Background: an optimization exercise with open tools, aiming at small area. Do not read the settings as production practice. The RTL was checked by simulation tests, not by an equivalence proof against the original design. Power is estimated from default activity; no workload was simulated.

`flow/config.mk`:
```
export PLATFORM = sky130hd
export DESIGN_NAME = interface_adapter
export DESIGN_NICKNAME = interface_adapter
export VERILOG_FILES = /design/flow/design.v
export SDC_FILE = /design/flow/constraint.sdc
export NUM_CORES = 4
export LEC_CHECK = 0
export CAP_MARGIN = 20
export CORE_MARGIN = 2
export CORE_UTILIZATION = 55
export CTS_BUF_LIST = sky130_fd_sc_hd__clkbuf_8
export CTS_CLUSTER_DIAMETER = 80
export CTS_CLUSTER_SIZE = 12
export SLEW_MARGIN = 20
```
`flow/constraint.sdc`:
```
create_clock -name core_clock -period 5.0 [get_ports {clk}]
set_input_delay 1.0000 -clock core_clock [delete_from_list [all_inputs] [get_ports {clk}]]
set_output_delay 1.0000 -clock core_clock [all_outputs]
set_load 0.01 [all_outputs]
```
`flow/design.v`:
```
`default_nettype none
package adapter_pkg;
    typedef logic signed [16-1:0] word_t;
    typedef struct packed {
        word_t                               data;
        logic [$clog2(16)-1:0]  channel;  
    } bn_beat_t;
    typedef struct packed {
        word_t                                  data;
        logic [$clog2(96)-1:0]  channel;  
    } final_beat_t;
    typedef word_t [15-1:0] class_vec_t;
    typedef enum logic [2:0] {
        IDLE,
        ACC_RUN,     
        ACC_DRAIN,   
        BN_RUN,      
        BN_DRAIN,    
        FINAL_RUN,   
        DONE
    } phase_t;
endpackage
`default_nettype wire
`default_nettype none
module interface_adapter (
    input  wire logic                    clk,
    input  wire logic                    rst,
    input  wire logic                    en,
    input  wire logic                    acc_valid,
    input  wire adapter_pkg::word_t      acc_data,
    output logic                         acc_ready,
    input  wire logic                    acc_done,
    output logic                         bn_in_valid,
    output adapter_pkg::bn_beat_t        bn_in_beat,
    input  wire logic                    bn_in_ready,
    input  wire logic                    bn_out_valid,
    input  wire adapter_pkg::word_t      bn_out_data,
    output logic                         bn_out_ready,
    input  wire logic                    bn_done,
    output logic                         bn_en,
    output logic                         final_in_valid,
    output adapter_pkg::final_beat_t     final_in_beat,
    input  wire logic                    final_in_ready,
    input  wire logic                    final_out_valid,
    input  wire logic [15*16-1:0] final_scores,
    output logic                         final_en,
    output logic [15*16-1:0] scores,
    output logic                         scores_valid,
    output logic                         system_done
);
    localparam int W = 16;
    localparam int D = 64;
    localparam int S = 15;
    localparam logic [2:0] IDLE      = 3'd0;
    localparam logic [2:0] ACC_RUN   = 3'd1;
    localparam logic [2:0] ACC_DRAIN = 3'd2;
    localparam logic [2:0] BN_RUN    = 3'd3;
    localparam logic [2:0] BN_DRAIN  = 3'd4;
    localparam logic [2:0] FINAL_RUN = 3'd5;
    localparam logic [2:0] DONE      = 3'd6;
    logic [2:0] phase;
    logic [2:0] next_phase;
    logic [W-1:0] mem [D];
    logic [6:0]   cnt;       
    logic         bv;        
    logic [3:0]   bch;       
    logic [6:0]   fch;       
    logic s_acc_run, s_acc_drain, s_bn_run, s_bn_drain, s_final_run, s_done;
    assign s_acc_run   = (phase == ACC_RUN);
    assign s_acc_drain = (phase == ACC_DRAIN);
    assign s_bn_run    = (phase == BN_RUN);
    assign s_bn_drain  = (phase == BN_DRAIN);
    assign s_final_run = (phase == FINAL_RUN);
    assign s_done      = (phase == DONE);
    logic fill, push;
    assign fill         = s_acc_run || s_bn_run;
    assign acc_ready    = s_acc_run && !cnt[6];
    assign bn_out_ready = s_bn_run && !cnt[5];
    assign push = (s_acc_run && acc_valid && !cnt[6]) || (s_bn_run && bn_out_valid && !cnt[5]);
    logic drain, fifo_valid, beat_ready, pop, leave, drained;
    assign drain      = s_acc_drain || s_bn_drain;
    assign fifo_valid = bv ? (cnt > 7'd1) : (cnt != 7'd0);
    assign beat_ready = s_acc_drain ? bn_in_ready : final_in_ready;
    assign pop        = drain && fifo_valid && (!bv || beat_ready);
    assign leave      = drain && bv && beat_ready;
    assign drained    = (cnt == 7'd0);
    logic capture;
    assign capture = s_final_run && final_out_valid;
    always_comb begin
        next_phase = phase;
        case (phase)
            IDLE:      if (en)              next_phase = ACC_RUN;
            ACC_RUN:   if (acc_done)        next_phase = ACC_DRAIN;
            ACC_DRAIN: if (drained)         next_phase = BN_RUN;
            BN_RUN:    if (bn_done)         next_phase = BN_DRAIN;
            BN_DRAIN:  if (drained)         next_phase = FINAL_RUN;
            FINAL_RUN: if (final_out_valid) next_phase = DONE;
            DONE:      if (!en)             next_phase = IDLE;
            default:                        next_phase = IDLE;
        endcase
    end
    always_ff @(posedge clk) begin
        if (rst) begin
            phase <= IDLE;
            cnt   <= '0;
            bv    <= 1'b0;
            bch   <= 4'd15;
            fch   <= 7'd95;
        end else begin
            phase <= next_phase;
            if (push)  cnt <= cnt + 1'b1;
            if (leave) cnt <= cnt - 1'b1;
            if (pop) begin
                bv <= 1'b1;
            end else if (beat_ready) begin
                bv <= 1'b0;
            end
            if (pop && s_acc_drain) bch <= bch + 1'b1;
            if (pop && s_bn_drain)  fch <= (fch == 7'd95) ? 7'd0 : fch + 1'b1;
        end
    end
    logic [W-1:0] wd_t, wd_n;
    assign wd_t = ({W{s_acc_run}} & acc_data) | ({W{s_bn_run}} & bn_out_data);
    assign wd_n = ({W{s_acc_run}} & ~acc_data) | ({W{s_bn_run}} & ~bn_out_data);
    for (genvar i = 0; i < D; i++) begin : g_word
        logic         ld;
        logic [W-1:0] nxt;
        logic [W-1:0] d;
        if (i == D - 1) begin : g_top
            assign nxt = '0;
        end else begin : g_mid
            assign nxt = mem[i+1];
        end
        if (i < S) begin : g_score
            assign ld = (push && cnt[5:0] == 6'(i)) || leave || capture;
            assign d  = ({W{drain}} & nxt) | ({W{capture}} & final_scores[i*W +: W]) | wd_t;
            assign scores[i*W +: W] = mem[i];
        end else begin : g_plain
            assign ld = (push && cnt[5:0] == 6'(i)) || leave;
            if ((i - S) % 2 == 0) begin : g_even
                assign d = ~(({W{drain}} & nxt) | wd_n);
            end else begin : g_odd
                assign d = ~(({W{drain}} & nxt) | wd_t);
            end
        end
        always_ff @(posedge clk) begin
            if (ld) mem[i] <= d;
        end
    end
    assign bn_in_valid    = bv && s_acc_drain;
    assign final_in_valid = bv && s_bn_drain;
    assign bn_in_beat     = {mem[0], bch};
    assign final_in_beat  = {mem[0], fch};
    assign bn_en        = s_acc_drain || s_bn_run;
    assign final_en     = s_bn_drain || s_final_run;
    assign scores_valid = s_done;
    assign system_done  = s_done;
endmodule
`default_nettype wire
```
`flow/flow/run.sh`:
```
#!/bin/bash
# The standard layout, with plain buf_1 cells as the port buffers
# (the default picks a clkdlybuf4s50_1 delay cell for every port).
set -euo pipefail
export BUFFER_PORTS_ARGS="-buffer_cell sky130_fd_sc_hd__buf_1"
bash standard.sh > standard.log 2>&1
```
`flow/standard.sh`:
```
#!/bin/bash
# synth_recipe.tcl (not shown) runs the flow's synth.tcl, then flattens the netlist and writes it again
# the make line also repeats each setting of config.mk as NAME=value (left out here)
make -C /OpenROAD-flow-scripts/flow DESIGN_CONFIG=/design/flow/config.mk WORK_HOME=/design/flow/orfs CLKGATE_MAP_FILE= SYNTH_SCRIPT=/design/flow/synth_recipe.tcl "${@:-finish}"
```
==> out/results.tsv, run 1 <==
metric	value	unit
Die Span X	276	um
Num CTS Buffers	97	
syn_area_per_cell	15.4	um2
Post-synth EDFFs	1024	
CTS tree	done	
crit share post-route	76.2	%
kind of critical path	flop to flop	
final worst slack	1190	ps
skew final	44.5	ps
FP Rows	99	
R2R Setup Slk	1190	ps
Seq/Total Area, Yosys	76.4	%
post-layout net count	3419	
via/cell ratio	6.88	
most common cell after layout, fill and taps aside	edfxtp_1	
initial antenna violation count	33	
ys async rst share	0	%
Worst Tran Pin Value	1200	ps
H-tree depth	3	
Reg clk slew, reported paths	90	ps
CTS sink cnt	1046	
clk root buf	clkbuf_8	
Port-buffer cells	572	
WL final	151000	um
PwrDens	520	nW/um2
Mapped Cells	2652	
CP Data Arrival Time	4140	ps
total grt overflow	0	
# Post-CTS Setup Buffers	0	
layout cells sized above 1	8.61	%
Clock Tree Buf Depth	3	
Cell Area, Synth	40800	um2
utilization after layout	61.9	%
Slew HR	19.8	%
footprint of the multi-input gates	8220	um2
critical path startpoint category	flop	
# hold bufs at CTS	0	
final antenna-violating net count	0	
post-cts repair resize count	0	
most frequent cells in the layout	edfxtp_1 (1024), a21oi_1 (773), buf_1 (572)	
largest net degree at the start of global routing	179	
die height	276	um
first drt pass iteration count	7	
crit path launch	phase[0]$_SDFFE_PP0P_	
vias in the first global route	26600	
setup TNS	0	ps
r2r worst-path depth	4	
Routed WL per cell	36.4	um
DRC viols	0	
Synth warnings	2	
register area	31200	um2
Syn-to-layout area delta	11.1	%
clk latency of the worst-skew pair	740	ps
minimum clock period	3810	ps
Leak	13.6	nW
RSZ-0062 raised after global routing	no	
synthesized net count	2941	
Design Power	0.0236	W
CP max FO	21	
Filler cells	5581	
Slew Viols, Final	0	
launching point of the worst reg2reg path	phase[0]$_SDFFE_PP0P_	
#FFs+latches synth	1046	
placer's final routability congestion estimate	1.05	
Post-DP HPWL	103000	um
Initial Util	55.7	%
outcome	no timing/DRC/antenna violations	
Top-Level Pins	573	
Place WS	1250	ps
setup violators final	0	
total core area	73200	um2
worst hold path type	flop to flop	
worst r2r dst	mem[0][3]$_DFFE_PP_	
maximum vdd drop	0.413	mV
Fmax	263	MHz
prevailing post-synth register cell	edfxtp_1	
Worst setup EP type	flop	
final-report hold violation count	0	
die area	76400	um2
critical path data required time	5340	ps
Global Route Usage Sum	38.6	%
Vias	28500	
Initial DRC Count	4663	
MaxCap Viol Count	0	
crit path to	mem[0][3]$_DFFE_PP_	
Distinct cells, synth	61	
first-pass GRT wire length	208000	um
[area by class of cell]
cell class | count | share of cell area [%]
sequential | 1046 | 68.8
multi-input combinational | 1281 | 18.1
timing repair buffer | 675 | 6.76
clock buffer | 97 | 2.94
tap | 959 | 2.65
clock inverter | 31 | 0.411
inverter | 29 | 0.240
antenna | 18 | 0.0993
[registers in the layout, summed over array words and instances, names as in the netlist]
name   flops
cnt        7
phase      3
fch        7
bch        4
mem     1024
bv         1
[worst min-delay path by stage]
stage | start | end | slack (ps) | cells after the start
global route | mem[25][14]$_DFFE_PP_ | mem[24][14]$_DFFE_PP_ | 540 | 1
detailed placement | fch[5]$_SDFFE_PP0P_ | fch[5]$_SDFFE_PP0P_ | 510 | 2
finish | mem[41][13]$_DFFE_PP_ | mem[40][13]$_DFFE_PP_ | 510 | 1
CTS | mem[41][13]$_DFFE_PP_ | mem[40][13]$_DFFE_PP_ | 510 | 1
global placement | fch[5]$_SDFFE_PP0P_ | fch[5]$_SDFFE_PP0P_ | 490 | 2
floorplan | fch[5]$_SDFFE_PP0P_ | fch[5]$_SDFFE_PP0P_ | 510 | 2
[metrics by stage]
stage	hold WS [ps]	cells	cell area (um2)
floorplan	511	2652	40800
global placement	490	3988	43700
detailed placement	508	3988	43700
CTS	506	4116	45300
global route	538	4132	45300
finish	512	4136	45300
[worst max-delay path, stage by stage (launching register included)]
cell and delay [ps]:
dfxtp_1 730, or3b_2 860, o22ai_1 320, nand2_1 500, o21ai_2 1000
[layer usage]
metal / vias to the layer above / wire length [um] / global-route usage [%]
li1: 11500 / - / -
met1: 14500 / 58300 / 54.4
met2: 2173 / 66700 / 57.6
met3: 328 / 17800 / 9.53
met4: 16 / 7600 / 17.0
met5: - / 98 / 0
[synth_stat cells, drive strengths merged, types with 9 or more instances]
cell type | n | area [um2]
a221o | 241 | 2410
edfxtp | 1024 | 30700
a21oi | 774 | 3870
nor2b | 11 | 68.8
nand2 | 32 | 120
buf | 193 | 1100
a22o | 16 | 140
o22ai | 19 | 175
inv | 29 | 109
clkbuf | 103 | 387
o21ai | 68 | 340
nor2 | 20 | 77.6
dfxtp | 22 | 440
nand3 | 9 | 45.0
[cells by family after synthesis]
kind of cell	share of synthesized area, %
compound gates	17.6
fa+ha+maj	0.215
buf+inv	3.90
flops	76.4
mux	0.340
simple gates	1.54
[power by group]
part	switching (W)	internal [W]
registers	0.000198	0.0112
logic	0.00514	0.00241
clock network	0.00285	0.00179
total	0.00820	0.0154
==> run 2: changes to the inputs <==
--- a/flow/design.v
+++ b/flow/design.v
@@ -121,5 +121,8 @@
     end
-    logic [W-1:0] wd_t, wd_n;
-    assign wd_t = ({W{s_acc_run}} & acc_data) | ({W{s_bn_run}} & bn_out_data);
-    assign wd_n = ({W{s_acc_run}} & ~acc_data) | ({W{s_bn_run}} & ~bn_out_data);
+    logic clear;
+    assign clear = (phase == IDLE) || (s_acc_drain && drained);
+    logic [W-1:0] fdata, xe, xo;
+    assign fdata = s_acc_run ? acc_data : bn_out_data;
+    assign xe    = {W{clear || capture}} | ({W{fill}} & ~fdata);
+    assign xo    = {W{clear}} | ({W{fill}} &  fdata);
     for (genvar i = 0; i < D; i++) begin : g_word
@@ -133,13 +136,12 @@
         end
-        if (i < S) begin : g_score
-            assign ld = (push && cnt[5:0] == 6'(i)) || leave || capture;
-            assign d  = ({W{drain}} & nxt) | ({W{capture}} & final_scores[i*W +: W]) | wd_t;
-            assign scores[i*W +: W] = mem[i];
-        end else begin : g_plain
-            assign ld = (push && cnt[5:0] == 6'(i)) || leave;
-            if ((i - S) % 2 == 0) begin : g_even
-                assign d = ~(({W{drain}} & nxt) | wd_n);
-            end else begin : g_odd
-                assign d = ~(({W{drain}} & nxt) | wd_t);
-            end
+        if (i % 2 == 0 && i / 2 < S) begin : g_score
+            assign ld = (push && cnt[5:0] == 6'(i)) || leave || clear || capture;
+            assign d  = ~(nxt | xe) | ({W{capture}} & final_scores[(i/2)*W +: W]);
+            assign scores[(i/2)*W +: W] = mem[i];
+        end else if (i % 2 == 0) begin : g_even
+            assign ld = (push && cnt[5:0] == 6'(i)) || leave || clear;
+            assign d  = ~(nxt | xe);
+        end else begin : g_odd
+            assign ld = (push && cnt[5:0] == 6'(i)) || leave || clear;
+            assign d  = ~(nxt | xo);
         end
--- a/flow/config.mk
+++ b/flow/config.mk
@@ -12,3 +12,3 @@
 export CTS_CLUSTER_DIAMETER = 80
-export CTS_CLUSTER_SIZE = 12
+export CTS_CLUSTER_SIZE = 14
 export SLEW_MARGIN = 20
==> run 2 against run 1 <==
Net effect: wire length fell by 14%; first-iteration DRC count is 25% lower; critical path depth increased by 2; synthesized cell count grew 5.9%; core utilization increased by 1.2 points; combinational power decreased by 53%; largest power group unchanged.
==> out/results.tsv, run 2 <==
metric	value	unit	change
Seq/Total Area, Yosys	79.6	%	was 76.4%
slowest cell on the critical path	a21oi_4		was o21ai_2
R2R Setup Slk	1390	ps	was 1190 ps
worst hold path type	flop to flop		unchanged
CP peak stage delay	830	ps	was 1000 ps
Syn-to-layout area delta	13.2	%	was 11.1%
outcome	no timing/DRC/antenna violations		unchanged
CTS tree	done		unchanged
clk root buf	clkbuf_8		unchanged
post-synth top area cell	edfxtp_1		unchanged
WL final	130000	um	was 151000 um
Most Frequent Cell on Critical Path	buf_4		
final-report hold violation count	0		unchanged
Worst setup EP type	flop		unchanged
top cells by count, synth	edfxtp_1 (1024), nor2_1 (784), o21ai_0 (317)		was edfxtp_1 (1024), a21oi_1 (774), a221o_1 (241)
Place WS	1270	ps	was 1250 ps
die height	271	um	was 276 um
Synth warnings	2		unchanged
setup TNS	0	ps	unchanged
critical path startpoint category	flop		unchanged
placer's final routability congestion estimate	1.01		was 1.05
total grt overflow	0		unchanged
Leak	17.2	nW	was 13.6 nW
Clock Tree Buf Depth	3		unchanged
Num CTS Buffers	85		was 97
ranking of synthesized cells by area	edfxtp_1 (78%), nor2_1 (7.5%), o21ai_0 (4.0%), nand2_1 (2.5%), dfxtp_1 (1.1%)		was edfxtp_1 (75%), a21oi_1 (9.5%), a221o_1 (5.9%), buf_2 (1.7%), dfxtp_1 (1.1%)
CP top delay family	buffers and inverters		was simple AND/OR/NAND/NOR gates
Mapped Cells	2809		was 2652
kind of critical path	flop to flop		unchanged
skew final	28.1	ps	was 44.5 ps
CP bufs+invs	3		was 0
setup violators final	0		unchanged
Placed Instances	4228		was 3988
Vias	26400		was 28500
post-layout net count	3668		was 3419
Fmax	277	MHz	was 263 MHz
clk latency of the worst-skew pair	700	ps	was 740 ps
DRC viols	0		unchanged
Worst Tran Pin Value	1230	ps	was 1200 ps
Post-DP HPWL	88300	um	was 103000 um
most common cell after layout, fill and taps aside	edfxtp_1		unchanged
Slew HR	17.9	%	was 19.8%
layout cells sized above 1	8.12	%	was 8.61%
Top Registers	mem x1024, cnt x7, fch x7		unchanged
Global Route Usage Sum	35.0	%	was 38.6%
RSZ-0062 raised after global routing	no		unchanged
final antenna-violating net count	0		unchanged
prevailing post-synth register cell	edfxtp_1		unchanged
total core area	70300	um2	was 73200 um2
MaxCap Viol Count	0		unchanged
Biggest register	mem		unchanged
Initial Util	55.8	%	was 55.7%
most frequent cells in the layout	edfxtp_1 (1024), nor2_1 (784), buf_1 (572)		was edfxtp_1 (1024), a21oi_1 (773), buf_1 (572)
# Post-CTS Setup Buffers	0		unchanged
initial antenna violation count	17		was 33
die area	73400	um2	was 76400 um2
H-tree depth	3		unchanged
PwrDens	479	nW/um2	was 520 nW/um2
vias in the first global route	25500		was 26600
CP max FO	45		was 21
post-cts repair resize count	0		unchanged
share of the synthesized area in the top cell type	78.5	%	was 75.3%
syn_area_per_cell	14.0	um2	was 15.4 um2
Top-Level Pins	573		unchanged
critical path data required time	5450	ps	was 5340 ps
Slew Viols, Final	0		unchanged
first drt pass iteration count	6		was 7
Distinct cells, synth	58		was 61
via/cell ratio	6.07		was 6.88
first-pass GRT wire length	182000	um	was 208000 um
ys async rst share	0	%	unchanged
Reg clk slew, reported paths	100	ps	was 90 ps
Routed WL per cell	29.8	um	was 36.4 um
maximum vdd drop	0.256	mV	was 0.413 mV
# hold bufs at CTS	0		unchanged
synthesized net count	3098		was 2941
crit share post-route	72.2	%	was 76.2%
Cell Area, Synth	39200	um2	was 40800 um2
final worst slack	1390	ps	was 1190 ps
CP Data Arrival Time	4050	ps	was 4140 ps
largest net degree at the start of global routing	82		was 179
Finished Layout Cells	4341		was 4136
Post-synth EDFFs	1024		unchanged
Port-buffer cells	572		unchanged
max FFs per register	1024		unchanged
CTS sink cnt	1046		unchanged
FP Rows	97		was 99
Initial DRC Count	3475		was 4663
#FFs+latches synth	1046		unchanged
minimum clock period	3610	ps	was 3810 ps
Die Span X	271	um	was 276 um
cell chain of the critical path	buf_4 -> nor2_1 -> a21oi_4 -> buf_4 -> o21ai_1 -> buf_4		was or3b_2 -> o22ai_1 -> nand2_1 -> o21ai_2
count leader, synth	edfxtp_1		unchanged
run 2: cell families after synthesis:
group | after synthesis | share of synthesized area [%]
AO/OA/AOI/OAI | 400 | 5.83
multiplexers | 23 | 0.607
buffers and inverters | 225 | 2.67
AND/OR/NAND/NOR | 1108 | 11.1
flip-flops | 1046 | 79.6
adder cells (fa/ha/maj) | 7 | 0.223
run 2: layout make-up:
type / instances / area, um2
flip-flops and latches: 1046 / 31200
fillers: 5540 / 25900
multi-input cells: 1538 / 7440
repair buffers: 678 / 3130
clock buffers: 86 / 1180
well taps: 940 / 1180
inverters: 30 / 113
clock inverters: 8 / 95.1
diodes: 15 / 37.5
run 2: final timing paths:
| check | from | to | depth (start not counted) |
|---|---|---|---|
| worst max-delay path | phase[2]$_SDFFE_PP0P_ | mem[42][13]$_DFFE_PP_ | 6 |
| worst min-delay path | mem[59][14]$_DFFE_PP_ | mem[58][14]$_DFFE_PP_ | 1 |
| worst max register to register | phase[2]$_SDFFE_PP0P_ | mem[42][13]$_DFFE_PP_ | 6 |
| worst min register to register | mem[59][14]$_DFFE_PP_ | mem[58][14]$_DFFE_PP_ | 1 |
run 2: power by group:
| part | switching, W | internal (W) | total, W | leakage [nW] |
|---|---|---|---|---|
| registers | 0.00101 | 0.0124 | 0.0134 | 11.6 |
| clock network | 0.00266 | 0.00166 | 0.00432 | 0.679 |
| logic | 0.00271 | 0.000827 | 0.00353 | 4.94 |
run 2: per-layer routing:
metal | GRT usage, % | vias to the layer above | part of all wire [%]
met3 | 7.96 | 245 | 11
met2 | 54.7 | 1720 | 47
met4 | 14.5 | 4 | 4.3
li1 | - | 11000 | -
met1 | 47.8 | 13400 | 38
met5 | 0 | - | 0.021
run 2: per-stage QoR:
step | hold slack [ps] | power [W] | area (um2) | util, %
floorplan | 505 | 0.0148 | 39200 | -
detailed placement | 508 | 0.0170 | 43000 | 61.2
global route | 521 | 0.0219 | 44400 | 63.1
global placement | 483 | 0.0169 | 42900 | 61.0
CTS | 510 | 0.0212 | 44300 | 63.0
finish | 504 | 0.0212 | 44400 | 63.1
==> run 3: changes to the inputs <==
--- a/flow/config.mk
+++ b/flow/config.mk
@@ -9,3 +9,3 @@
 export CORE_MARGIN = 2
-export CORE_UTILIZATION = 55
+export CORE_UTILIZATION = 65
 export CTS_BUF_LIST = sky130_fd_sc_hd__clkbuf_8
==> run 3 against run 2 <==
Net effect: global-route usage up 4.2 points; largest cell class unchanged; sequential cell count unchanged; synthesized cell count unchanged; cell count down 3.8%; total power down 0.56%; still clean on timing, DRC and antenna; core utilization up 10 points; via count up 0.20%; hold slack worse by 9.9 ps.
==> out/results.tsv, run 3 <==
metric	value	unit	change
largest net degree at the start of global routing	81		was 82
most frequent cells in the layout	edfxtp_1 (1024), nor2_1 (784), buf_1 (572)		unchanged
Finished Layout Cells	4177		was 4341
design area	44000	um2	was 44400 um2
Post-DP HPWL	84300	um	was 88300 um
layout cells sized above 1	7.95	%	was 8.12%
Post-synth EDFFs	1024		unchanged
Port-buffer cells	572		unchanged
placer's final routability congestion estimate	0.984		was 1.01
Initial DRC Count	3549		was 3475
final-report hold violation count	0		unchanged
clk root buf	clkbuf_8		unchanged
Vias	26400		about the same
initial antenna violation count	11		was 17
MaxCap Viol Count	0		unchanged
final antenna-violating net count	0		unchanged
Placed Instances	4067		was 4228
Num CTS Buffers	84		was 85
Mapped Cells	2809		unchanged
most common cell after layout, fill and taps aside	edfxtp_1		unchanged
maximum vdd drop	0.313	mV	was 0.256 mV
syn_area_per_cell	14.0	um2	unchanged
Initial Util	65.3	%	was 55.8%
critical path data required time	5460	ps	was 5450 ps
P_sw	0.00639	W	was 0.00638 W
Int Pwr	0.0147	W	was 0.0149 W
slowest cell on the critical path	o21ai_4		was a21oi_4
utilization after layout	73.3	%	was 63.1%
Syn-to-layout area delta	12.3	%	was 13.2%
DP Area	42700	um2	was 43000 um2
first-pass GRT wire length	171000	um	was 182000 um
setup TNS	0	ps	unchanged
cell chain of the critical path	inv_1 -> ha_1 -> nor2b_2 -> a32oi_1 -> o21ai_4 -> buf_4 -> o21ai_0		was buf_4 -> nor2_1 -> a21oi_4 -> buf_4 -> o21ai_1 -> buf_4
Worst Tran Pin Value	1130	ps	was 1230 ps
critical path startpoint category	flop		unchanged
Fmax	279	MHz	was 277 MHz
post-layout net count	3661		was 3668
Seq pwr share	63.4	%	was 63.0%
total core area	60000	um2	was 70300 um2
post-synth top area cell	edfxtp_1		unchanged
Comb pwr share	16.5	%	was 16.6%
launching point of the worst reg2reg path	cnt[0]$_SDFFE_PP0P_		was phase[2]$_SDFFE_PP0P_
synthesized net count	3098		unchanged
Cell Area, Synth	39200	um2	unchanged
count leader, synth	edfxtp_1		unchanged
worst r2r dst	mem[28][7]$_DFFE_PP_		was mem[42][13]$_DFFE_PP_
setup violators final	0		unchanged
R2R Setup Slk	1420	ps	was 1390 ps
CP peak stage delay	890	ps	was 830 ps
Synth warnings	2		unchanged
hold path endpoint	phase[0]$_SDFFE_PP0P_		was mem[58][14]$_DFFE_PP_
Top-Level Pins	573		unchanged
ys async rst share	0	%	unchanged
Top Registers	mem x1024, cnt x7, fch x7		unchanged
crit share post-route	71.6	%	was 72.2%
H-tree depth	3		unchanged
Routed WL per cell	29.3	um	was 29.8 um
Seq/Total Area, Yosys	79.6	%	unchanged
Slew HR	24.2	%	was 17.9%
CP bufs+invs	2		was 3
r2r worst-path depth	7		was 6
vias in the first global route	25200		was 25500
Slew Viols, Final	0		unchanged
via/cell ratio	6.32		was 6.07
kind of critical path	flop to flop		unchanged
worst hold path type	flop to flop		unchanged
Hold Crit Start	phase[0]$_SDFFE_PP0P_		was mem[59][14]$_DFFE_PP_
register area	31200	um2	unchanged
CP Data Arrival Time	4040	ps	was 4050 ps
CP max FO	18		was 45
Die Span X	250	um	was 271 um
Leak	17.2	nW	about the same
skew final	33.7	ps	was 28.1 ps
RSZ-0062 raised after global routing	no		unchanged
first drt pass iteration count	6		unchanged
minimum clock period	3580	ps	was 3610 ps
ranking of synthesized cells by area	edfxtp_1 (78%), nor2_1 (7.5%), o21ai_0 (4.0%), nand2_1 (2.5%), dfxtp_1 (1.1%)		unchanged
post-cts repair resize count	0		unchanged
Hold Path Stages	1		unchanged
total grt overflow	0		unchanged
outcome	no timing/DRC/antenna violations		unchanged
CP top delay family	compound AO/OA/AOI/OAI gates		was buffers and inverters
# hold bufs at CTS	0		unchanged
Biggest register	mem		unchanged
share of the synthesized area in the top cell type	78.5	%	unchanged
Global Route Usage Sum	39.2	%	was 35.0%
WL final	123000	um	was 130000 um
die area	62300	um2	was 73400 um2
#FFs+latches synth	1046		unchanged
Filler cells	4087		was 5540
prevailing post-synth register cell	edfxtp_1		unchanged
Worst setup EP type	flop		unchanged
die height	250	um	was 271 um
CTS sink cnt	1046		unchanged
Clock Tree Buf Depth	3		unchanged
FP Rows	90		was 97
Distinct cells, synth	58		unchanged
top cells by count, synth	edfxtp_1 (1024), nor2_1 (784), o21ai_0 (317)		unchanged
max FFs per register	1024		unchanged
switching portion of total power	30.2	%	was 30.0%
power share of the clock group	20.1	%	was 20.4%
Design Power	0.0211	W	was 0.0212 W
Reg clk slew, reported paths	90	ps	was 100 ps
CTS tree	done		unchanged
footprint of the multi-input gates	7420	um2	was 7440 um2
DRC viols	0		unchanged
PwrDens	480	nW/um2	was 479 nW/um2
# Post-CTS Setup Buffers	0		unchanged
clk latency of the worst-skew pair	730	ps	was 700 ps
run 3: cell counts after synthesis:
Identical to the previous run, type by type.
run 3: worst max path at each step:
stage                                     start                     to  slack [ps]  depth (start not counted)
after floorplan           phase[1]$_SDFFE_PP0P_   mem[17][0]$_DFFE_PP_        1530                          7
after global placement                acc_valid  mem[25][14]$_DFFE_PP_        1360                          4
after detailed placement    cnt[0]$_SDFFE_PP0P_   mem[28][7]$_DFFE_PP_        1320                          7
after CTS                   cnt[0]$_SDFFE_PP0P_   mem[44][7]$_DFFE_PP_        1280                          7
after global routing      phase[1]$_SDFFE_PP0P_   mem[13][7]$_DFFE_PP_        1150                          4
final                       cnt[0]$_SDFFE_PP0P_   mem[28][7]$_DFFE_PP_        1420                          7
run 3: cell type report:
| cell class | instances | area share (%) |
|---|---|---|
| clock buffers | 86 | 2.69 |
| well taps | 782 | 2.22 |
| flip-flops and latches | 1046 | 70.9 |
| multi-input cells | 1538 | 16.9 |
| inverters | 30 | 0.256 |
| repair buffers | 672 | 6.82 |
| diodes | 12 | 0.0683 |
| clock inverters | 11 | 0.179 |
run 3: logic make-up (layout without fill, tap and decap cells):
family          after synthesis  count (layout)  synth area share (%)
compound gates              400             400                  5.83
simple gates               1108            1108                  11.1
other cells                   0              12                     0
mux                          23              23                 0.607
flops                      1046            1046                  79.6
buf+inv                     225             799                  2.67
fa+ha+maj                     7               7                 0.223
run 3: through the flow:
| stage | hold slack [ps] | setup slack, ps |
|---|---|---|
| finish | 494 | 1420 |
| global route | 519 | 1150 |
| CTS | 498 | 1280 |
| detailed placement | 483 | 1320 |
| global placement | 470 | 1360 |
| floorplan | 505 | 1530 |
run 3: worst register-to-register path, stage by stage, from the launching register on:
cell	delay (ps)
dfxtp_1	400
inv_1	150
ha_1	430
nor2b_2	640
a32oi_1	260
o21ai_4	890
buf_4	430
o21ai_0	130
run 3: per-layer routing:
layer | GRT usage [%] | share of wire [%]
met1 | 53.2 | 35
met2 | 59.2 | 45
met3 | 9.45 | 13
met4 | 22.2 | 6.9
met5 | 0 | 0.0065
run 3: power by group through the flow:
stage	logic (W)	registers, W	clock network (W)
6_report	0.00349	0.0134	0.00424
5_1_grt	0.00365	0.0136	0.00455
4_1_cts	0.00342	0.0134	0.00427
3_5_place_dp	0.00341	0.0135	0
3_3_place_gp	0.00331	0.0135	0
2_1_floorplan	0.00140	0.0134	0
==> run 4: changes to the inputs <==
--- a/flow/config.mk
+++ b/flow/config.mk
@@ -12,3 +12,3 @@
 export CTS_CLUSTER_DIAMETER = 80
-export CTS_CLUSTER_SIZE = 14
+export CTS_CLUSTER_SIZE = 16
 export SLEW_MARGIN = 20
==> run 4 against run 3 <==
Net effect: via count fell by 0.16%; sequential cell count stayed put; first-iteration DRC count down 3.0%; wire length decreased by 0.23%; synthesized cell count unchanged; setup slack improved by 55 ps; still clean on timing, DRC and antenna; design area decreased by 0.22%; combinational power is essentially flat; core utilization decreased by 0.16 points; critical path type unchanged.
==> out/results.tsv, run 4 <==
metric	value	unit	change
Mapped Cells	2809		unchanged
die area	62300	um2	unchanged
DRC viols	0		unchanged
Post-DP HPWL	84300	um	unchanged
Syn-to-layout area delta	12.0	%	was 12.3%
crit path to	mem[26][3]$_DFFE_PP_		was mem[28][7]$_DFFE_PP_
Synth warnings	2		unchanged
Initial Util	65.3	%	unchanged
Critical Path Stages	5		was 7
Hold Crit Start	phase[0]$_SDFFE_PP0P_		unchanged
largest net degree at the start of global routing	81		unchanged
CP bufs+invs	1		was 2
max FFs per register	1024		unchanged
maximum vdd drop	0.316	mV	was 0.313 mV
total core area	60000	um2	unchanged
share of the synthesized area in the top cell type	78.5	%	unchanged
placer's final routability congestion estimate	0.984		unchanged
top cells by count, synth	edfxtp_1 (1024), nor2_1 (784), o21ai_0 (317)		unchanged
Vias	26400		about the same
ranking of synthesized cells by area	edfxtp_1 (78%), nor2_1 (7.5%), o21ai_0 (4.0%), nand2_1 (2.5%), dfxtp_1 (1.1%)		unchanged
CTS sink cnt	1046		unchanged
ys async rst share	0	%	unchanged
Fmax	284	MHz	was 279 MHz
outcome	no timing/DRC/antenna violations		unchanged
count leader, synth	edfxtp_1		unchanged
most common cell after layout, fill and taps aside	edfxtp_1		unchanged
setup violators final	0		unchanged
Slew HR	25.4	%	was 24.2%
Leak	17.1	nW	was 17.2 nW
Top-Level Pins	573		unchanged
Clock Tree Buf Depth	3		unchanged
Port-buffer cells	572		unchanged
FP Rows	90		unchanged
launching point of the worst reg2reg path	phase[1]$_SDFFE_PP0P_		was cnt[0]$_SDFFE_PP0P_
clk latency of the worst-skew pair	710	ps	was 730 ps
most frequent cells in the layout	edfxtp_1 (1024), nor2_1 (784), buf_1 (572)		unchanged
cell chain of the critical path	nor4b_1 -> a22o_1 -> nand2b_1 -> o21ai_2 -> buf_4		was inv_1 -> ha_1 -> nor2b_2 -> a32oi_1 -> o21ai_4 -> buf_4 -> o21ai_0
CP max FO	15		was 18
PwrDens	478	nW/um2	was 480 nW/um2
vias in the first global route	25200		about the same
CP top delay family	simple AND/OR/NAND/NOR gates		was compound AO/OA/AOI/OAI gates
Slew Viols, Final	0		unchanged
r2r worst-path depth	5		was 7
R2R Setup Slk	1470	ps	was 1420 ps
Initial DRC Count	3442		was 3549
minimum clock period	3530	ps	was 3580 ps
CP peak stage delay	620	ps	was 890 ps
critical path startpoint category	flop		unchanged
Routed WL per cell	29.3	um	about the same
H-tree depth	3		unchanged
Design Power	0.0210	W	was 0.0211 W
worst hold path type	flop to flop		unchanged
crit path launch	phase[1]$_SDFFE_PP0P_		was cnt[0]$_SDFFE_PP0P_
MaxCap Viol Count	0		unchanged
WHS	503	ps	was 494 ps
clk root buf	clkbuf_8		unchanged
#FFs+latches synth	1046		unchanged
Worst setup EP type	flop		unchanged
Reg clk slew, reported paths	110	ps	was 90 ps
CTS tree	done		unchanged
syn_area_per_cell	14.0	um2	unchanged
Post-synth EDFFs	1024		unchanged
# hold bufs at CTS	0		unchanged
RSZ-0062 raised after global routing	no		unchanged
Worst Tran Pin Value	1110	ps	was 1130 ps
critical path data required time	5390	ps	was 5460 ps
first drt pass iteration count	5		was 6
prevailing post-synth register cell	edfxtp_1		unchanged
Biggest register	mem		unchanged
total grt overflow	0		unchanged
layout cells sized above 1	7.73	%	was 7.95%
synthesized net count	3098		unchanged
Die Span X	250	um	unchanged
Global Route Usage Sum	39.0	%	was 39.2%
via/cell ratio	6.32		about the same
Num CTS Buffers	75		was 84
Seq/Total Area, Yosys	79.6	%	unchanged
kind of critical path	flop to flop		unchanged
initial antenna violation count	17		was 11
WL final	122000	um	was 123000 um
die height	250	um	unchanged
setup TNS	0	ps	unchanged
Distinct cells, synth	58		unchanged
skew final	34.1	ps	was 33.7 ps
final antenna-violating net count	0		unchanged
slowest cell on the critical path	nor4b_1		was o21ai_4
Cell Area, Synth	39200	um2	unchanged
final-report hold violation count	0		unchanged
Filler cells	4101		was 4087
worst r2r dst	mem[26][3]$_DFFE_PP_		was mem[28][7]$_DFFE_PP_
crit share post-route	70.5	%	was 71.6%
post-cts repair resize count	0		unchanged
post-synth top area cell	edfxtp_1		unchanged
# Post-CTS Setup Buffers	0		unchanged
first-pass GRT wire length	171000	um	about the same
CP Data Arrival Time	3920	ps	was 4040 ps
Top Registers	mem x1024, cnt x7, fch x7		unchanged
post-layout net count	3652		was 3661
[run 4: cell count changes in the layout (fill, tap and decap cells not counted), sizes merged]
| cell | previous run | this run |
|---|---|---|
| clkinvlp | 2 | 5 |
| clkbuf | 86 | 77 |
| bufinv | 0 | 1 |
| diode | 12 | 13 |
| clkinv | 2 | 1 |
[run 4: metrics by stage]
stage / area, um2 / setup WS, ps / cells / utilization, %
global route: 43900 / 1160 / 4169 / 73.1
CTS: 43800 / 1280 / 4158 / 73.0
detailed placement: 42700 / 1320 / 4067 / 71.1
global placement: 42600 / 1360 / 4064 / 71.0
finish: 43900 / 1470 / 4172 / 73.1
floorplan: 39200 / 1530 / 2809 / -
[run 4: worst register-to-register path, stage by stage (launching register included)]
cell,delay [ps]
dfxtp_1,440
nor4b_1,620
a22o_1,510
nand2b_1,610
o21ai_2,620
buf_4,400
[run 4: power breakdown]
| part | switching, W | total [W] | internal, W | leakage, nW |
|---|---|---|---|---|
| clock | 0.00263 | 0.00409 | 0.00146 | 0.612 |
| combinational | 0.00269 | 0.00349 | 0.000797 | 4.87 |
| sequential | 0.00102 | 0.0134 | 0.0124 | 11.6 |
| total | 0.00634 | 0.0210 | 0.0146 | 17.1 |
[run 4: logic make-up (layout without fill, tap and decap cells)]
kind of cell | Yosys count | in the layout | synth area share [%]
and+or+nand+nor | 1108 | 1108 | 11.1
DFF | 1046 | 1046 | 79.6
AOI/OAI and AO/OA | 400 | 400 | 5.83
buffers and inverters | 225 | 793 | 2.67
muxes | 23 | 23 | 0.607
adders and majority gates | 7 | 7 | 0.223
other | 0 | 13 | 0
[run 4: final cells by class]
cell class / instances / area, um2 / share of cell area [%]
diodes: 13 / 32.5 / 0.0741
inverters: 30 / 113 / 0.257
clock inverters: 14 / 105 / 0.239
flip-flops and latches: 1046 / 31200 / 71.1
clock buffers: 77 / 1060 / 2.41
well taps: 782 / 978 / 2.23
repair buffers: 672 / 3000 / 6.83
multi-input cells: 1538 / 7420 / 16.9
[run 4: per-layer routing]
metal  vias to the layer above  part of all wire, %  GRT usage (%)
met3                       326                   12           8.59
met5                         -                0.040              0
met4                         8                  6.6           22.7
met2                      2093                   45           58.8
li1                      11000                    -              -
met1                     13000                   36           53.5
[run 4: worst min path at each step]
stage | cells after the start | endpoint | slack, ps
floorplan | 1 | mem[29][0]$_DFFE_PP_ | 500
global placement | 1 | phase[0]$_SDFFE_PP0P_ | 470
detailed placement | 1 | phase[0]$_SDFFE_PP0P_ | 480
CTS | 1 | phase[0]$_SDFFE_PP0P_ | 500
global route | 1 | mem[50][4]$_DFFE_PP_ | 520
finish | 1 | phase[0]$_SDFFE_PP0P_ | 500
==> run 5: changes to the inputs <==
--- a/flow/config.mk
+++ b/flow/config.mk
@@ -9,3 +9,3 @@
 export CORE_MARGIN = 2
-export CORE_UTILIZATION = 65
+export CORE_UTILIZATION = 72
 export CTS_BUF_LIST = sky130_fd_sc_hd__clkbuf_8
==> run 5 against run 4 <==
Net effect: still clean; register-to-register slack lost 260 ps; die area fell by 9.6%; clock skew hardly changed; via count rose by 3.6%; largest cell class unchanged.
==> out/results.tsv, run 5 <==
metric	value	unit	change
outcome	no timing/DRC/antenna violations		unchanged
ys async rst share	0	%	unchanged
post-synth top area cell	edfxtp_1		unchanged
critical path data required time	5450	ps	was 5390 ps
count leader, synth	edfxtp_1		unchanged
Top-Level Pins	573		unchanged
Top Registers	mem x1024, cnt x7, fch x7		unchanged
crit path launch	cnt[1]$_SDFFE_PP0P_		was phase[1]$_SDFFE_PP0P_
setup TNS	0	ps	unchanged
Synth warnings	2		unchanged
CTS tree	done		unchanged
Routed WL per cell	31.3	um	was 29.3 um
Worst Tran Pin Value	1200	ps	was 1110 ps
slowest cell on the critical path	nor2b_1		was nor4b_1
Slew Viols, Final	0		unchanged
Mapped Cells	2809		unchanged
Cell Area, Synth	39200	um2	unchanged
setup violators final	0		unchanged
synthesized net count	3098		unchanged
#FFs+latches synth	1046		unchanged
Slew HR	19.7	%	was 25.4%
launching point of the worst reg2reg path	cnt[1]$_SDFFE_PP0P_		was phase[1]$_SDFFE_PP0P_
total grt overflow	0		unchanged
crit path to	mem[44][5]$_DFFE_PP_		was mem[26][3]$_DFFE_PP_
clk latency of the worst-skew pair	710	ps	about the same
first drt pass iteration count	6		was 5
H-tree depth	3		unchanged
CP max FO	17		was 15
final antenna-violating net count	0		unchanged
top cells by count, synth	edfxtp_1 (1024), nor2_1 (784), o21ai_0 (317)		unchanged
post-cts repair resize count	0		unchanged
Post-DP HPWL	86700	um	was 84300 um
max FFs per register	1024		unchanged
Distinct cells, synth	58		unchanged
critical path startpoint category	flop		unchanged
syn_area_per_cell	14.0	um2	unchanged
Initial Util	72.8	%	was 65.3%
layout cells sized above 1	7.76	%	was 7.73%
Port-buffer cells	572		unchanged
Initial DRC Count	4124		was 3442
minimum clock period	3790	ps	was 3530 ps
DRC viols	0		unchanged
CP Data Arrival Time	4240	ps	was 3920 ps
most common cell after layout, fill and taps aside	edfxtp_1		unchanged
post-layout net count	3660		was 3652
placer's final routability congestion estimate	0.993		was 0.984
die area	56300	um2	was 62300 um2
Seq/Total Area, Yosys	79.6	%	unchanged
Clock Tree Buf Depth	3		unchanged
Vias	27300		was 26400
Die Span X	237	um	was 250 um
Leak	17.2	nW	was 17.1 nW
largest net degree at the start of global routing	100		was 81
Reg clk slew, reported paths	100	ps	was 110 ps
prevailing post-synth register cell	edfxtp_1		unchanged
Worst setup EP type	flop		unchanged
design area	43800	um2	was 43900 um2
Filler cells	2905		was 4101
PwrDens	484	nW/um2	was 478 nW/um2
first-pass GRT wire length	177000	um	was 171000 um
kind of critical path	flop to flop		unchanged
cell chain of the critical path	inv_1 -> ha_1 -> nor2b_1 -> a32oi_1 -> o21ai_4 -> buf_4 -> nor2_1		was nor4b_1 -> a22o_1 -> nand2b_1 -> o21ai_2 -> buf_4
Global Route Usage Sum	45.4	%	was 39.0%
Post-synth EDFFs	1024		unchanged
DP Area	42600	um2	was 42700 um2
Biggest register	mem		unchanged
R2R Setup Slk	1210	ps	was 1470 ps
Syn-to-layout area delta	11.8	%	was 12.0%
clk root buf	clkbuf_8		unchanged
crit share post-route	75.8	%	was 70.5%
via/cell ratio	6.68		was 6.32
ranking of synthesized cells by area	edfxtp_1 (78%), nor2_1 (7.5%), o21ai_0 (4.0%), nand2_1 (2.5%), dfxtp_1 (1.1%)		unchanged
MaxCap Viol Count	0		unchanged
die height	237	um	was 250 um
initial antenna violation count	7		was 17
WL final	128000	um	was 122000 um
# Post-CTS Setup Buffers	0		unchanged
most frequent cells in the layout	edfxtp_1 (1024), nor2_1 (784), buf_1 (572)		unchanged
share of the synthesized area in the top cell type	78.5	%	unchanged
maximum vdd drop	0.503	mV	was 0.316 mV
Fmax	264	MHz	was 284 MHz
CTS sink cnt	1046		unchanged
utilization after layout	81.4	%	was 73.1%
worst hold path type	flop to flop		unchanged
total core area	53800	um2	was 60000 um2
Num CTS Buffers	75		unchanged
vias in the first global route	26200		was 25200
r2r worst-path depth	7		was 5
FP Rows	85		was 90
# hold bufs at CTS	0		unchanged
final-report hold violation count	0		unchanged
RSZ-0062 raised after global routing	no		unchanged
CP peak stage delay	970	ps	was 620 ps
skew final	34.2	ps	was 34.1 ps
worst r2r dst	mem[44][5]$_DFFE_PP_		was mem[26][3]$_DFFE_PP_
run 5: cell counts after synthesis:
Identical to the previous run, type by type.
run 5: where the power goes:
group	switching [W]	total, W	internal, W
clock	0.00261	0.00409	0.00148
sequential	0.00104	0.0134	0.0124
combinational	0.00290	0.00370	0.000797
run 5: critical path: cells and delay by family (launching register included):
family                     cells  cell delay, ps
and+or+nand+nor                2            1080
AOI/OAI and AO/OA              2            1030
buffers and inverters          2             570
adders and majority gates      1             400
DFF                            1             380
run 5: metrics by stage:
stage	hold slack [ps]	total power, W	cells	setup WS (ps)
3_5_place_dp	495	0.0170	3988	1150
2_1_floorplan	505	0.0148	2809	1530
3_3_place_gp	481	0.0169	3987	1230
5_1_grt	519	0.0217	4087	1040
6_report	511	0.0212	4092	1210
4_1_cts	508	0.0210	4081	1080
run 5: worst min-delay path by stage:
stage	startpoint	end	slack, ps	depth (start not counted)
global route	mem[58][9]$_DFFE_PP_	mem[57][9]$_DFFE_PP_	520	1
detailed placement	bch[3]$_SDFFE_PP1P_	bch[3]$_SDFFE_PP1P_	500	2
finish	mem[55][12]$_DFFE_PP_	mem[54][12]$_DFFE_PP_	510	1
CTS	mem[55][12]$_DFFE_PP_	mem[54][12]$_DFFE_PP_	510	1
global placement	bch[3]$_SDFFE_PP1P_	bch[3]$_SDFFE_PP1P_	480	2
floorplan	mem[30][0]$_DFFE_PP_	mem[29][0]$_DFFE_PP_	500	1
run 5: cell families (layout without fill, tap and decap cells):
logic type,after synthesis,in the layout,synth area share (%)
mux,23,23,0.607
fa+ha+maj,7,7,0.223
compound gates,400,400,5.83
other cells,0,9,0
flops,1046,1046,79.6
buf+inv,225,803,2.67
simple gates,1108,1108,11.1
run 5: metal layers:
metal / vias to the layer above / GRT usage, % / share of wire, %
li1: 11000 / - / -
met1: 13100 / 57.7 / 31
met2: 2680 / 68.6 / 44
met3: 542 / 14.1 / 16
met4: 4 / 30.2 / 8.4
met5: - / 0 / 0.017
run 5: cell type report:
class                           instances  area [um2]  area share (%)
Antenna cell                            9        22.5          0.0514
Clock buffer                           78        1070            2.45
Clock inverter                         15         103           0.234
Inverter                               30         113           0.257
Multi-Input combinational cell       1538        7390            16.9
Sequential cell                      1046       31200            71.2
Tap cell                              696         871            1.99
Timing Repair Buffer                  680        3040            6.93

afterwards: timing with drivers on the ports:
No port has a modelled driver above. Below, the same layouts with a new extraction and two added sets of constraints.
Step 1 assumes that a clkbuf_16 drives the clock port and a buf_2 every other input.
Step 2 adds t to the input delays and takes it off the output delays; t is the mean of the earliest and latest rising clock arrival at the registers after step 1. Input paths then give back, and output paths get back, about the clock's delay inside the block.
Three values: ideal, step 1, step 2; two values: the first two.
run | t (ns) | setup WS [ns] | hold WS [ns] | worst data-port slew with drivers (ns)
run 1 | 0.792 | 1.191 / 1.132 / 1.191 | 0.512 / 0.512 / 0.512 | 0.19
run 2 | 0.764 | 1.392 / 1.329 / 1.253 | 0.504 / 0.504 / 0.504 | 0.14
run 3 | 0.776 | 1.419 / 1.419 / 1.390 | 0.494 / 0.494 / 0.494 | 0.12
run 4 | 0.762 | 1.474 / 1.474 / 1.437 | 0.503 / 0.503 / 0.503 | 0.11
run 5 | 0.740 | 1.210 / 1.210 / 1.210 | 0.511 / 0.511 / 0.511 | 0.11
After both steps every run listed still meets setup and hold. The setup slack of run 2, which loses most, moves by -0.063 ns with the drivers and by -0.139 ns with both steps.
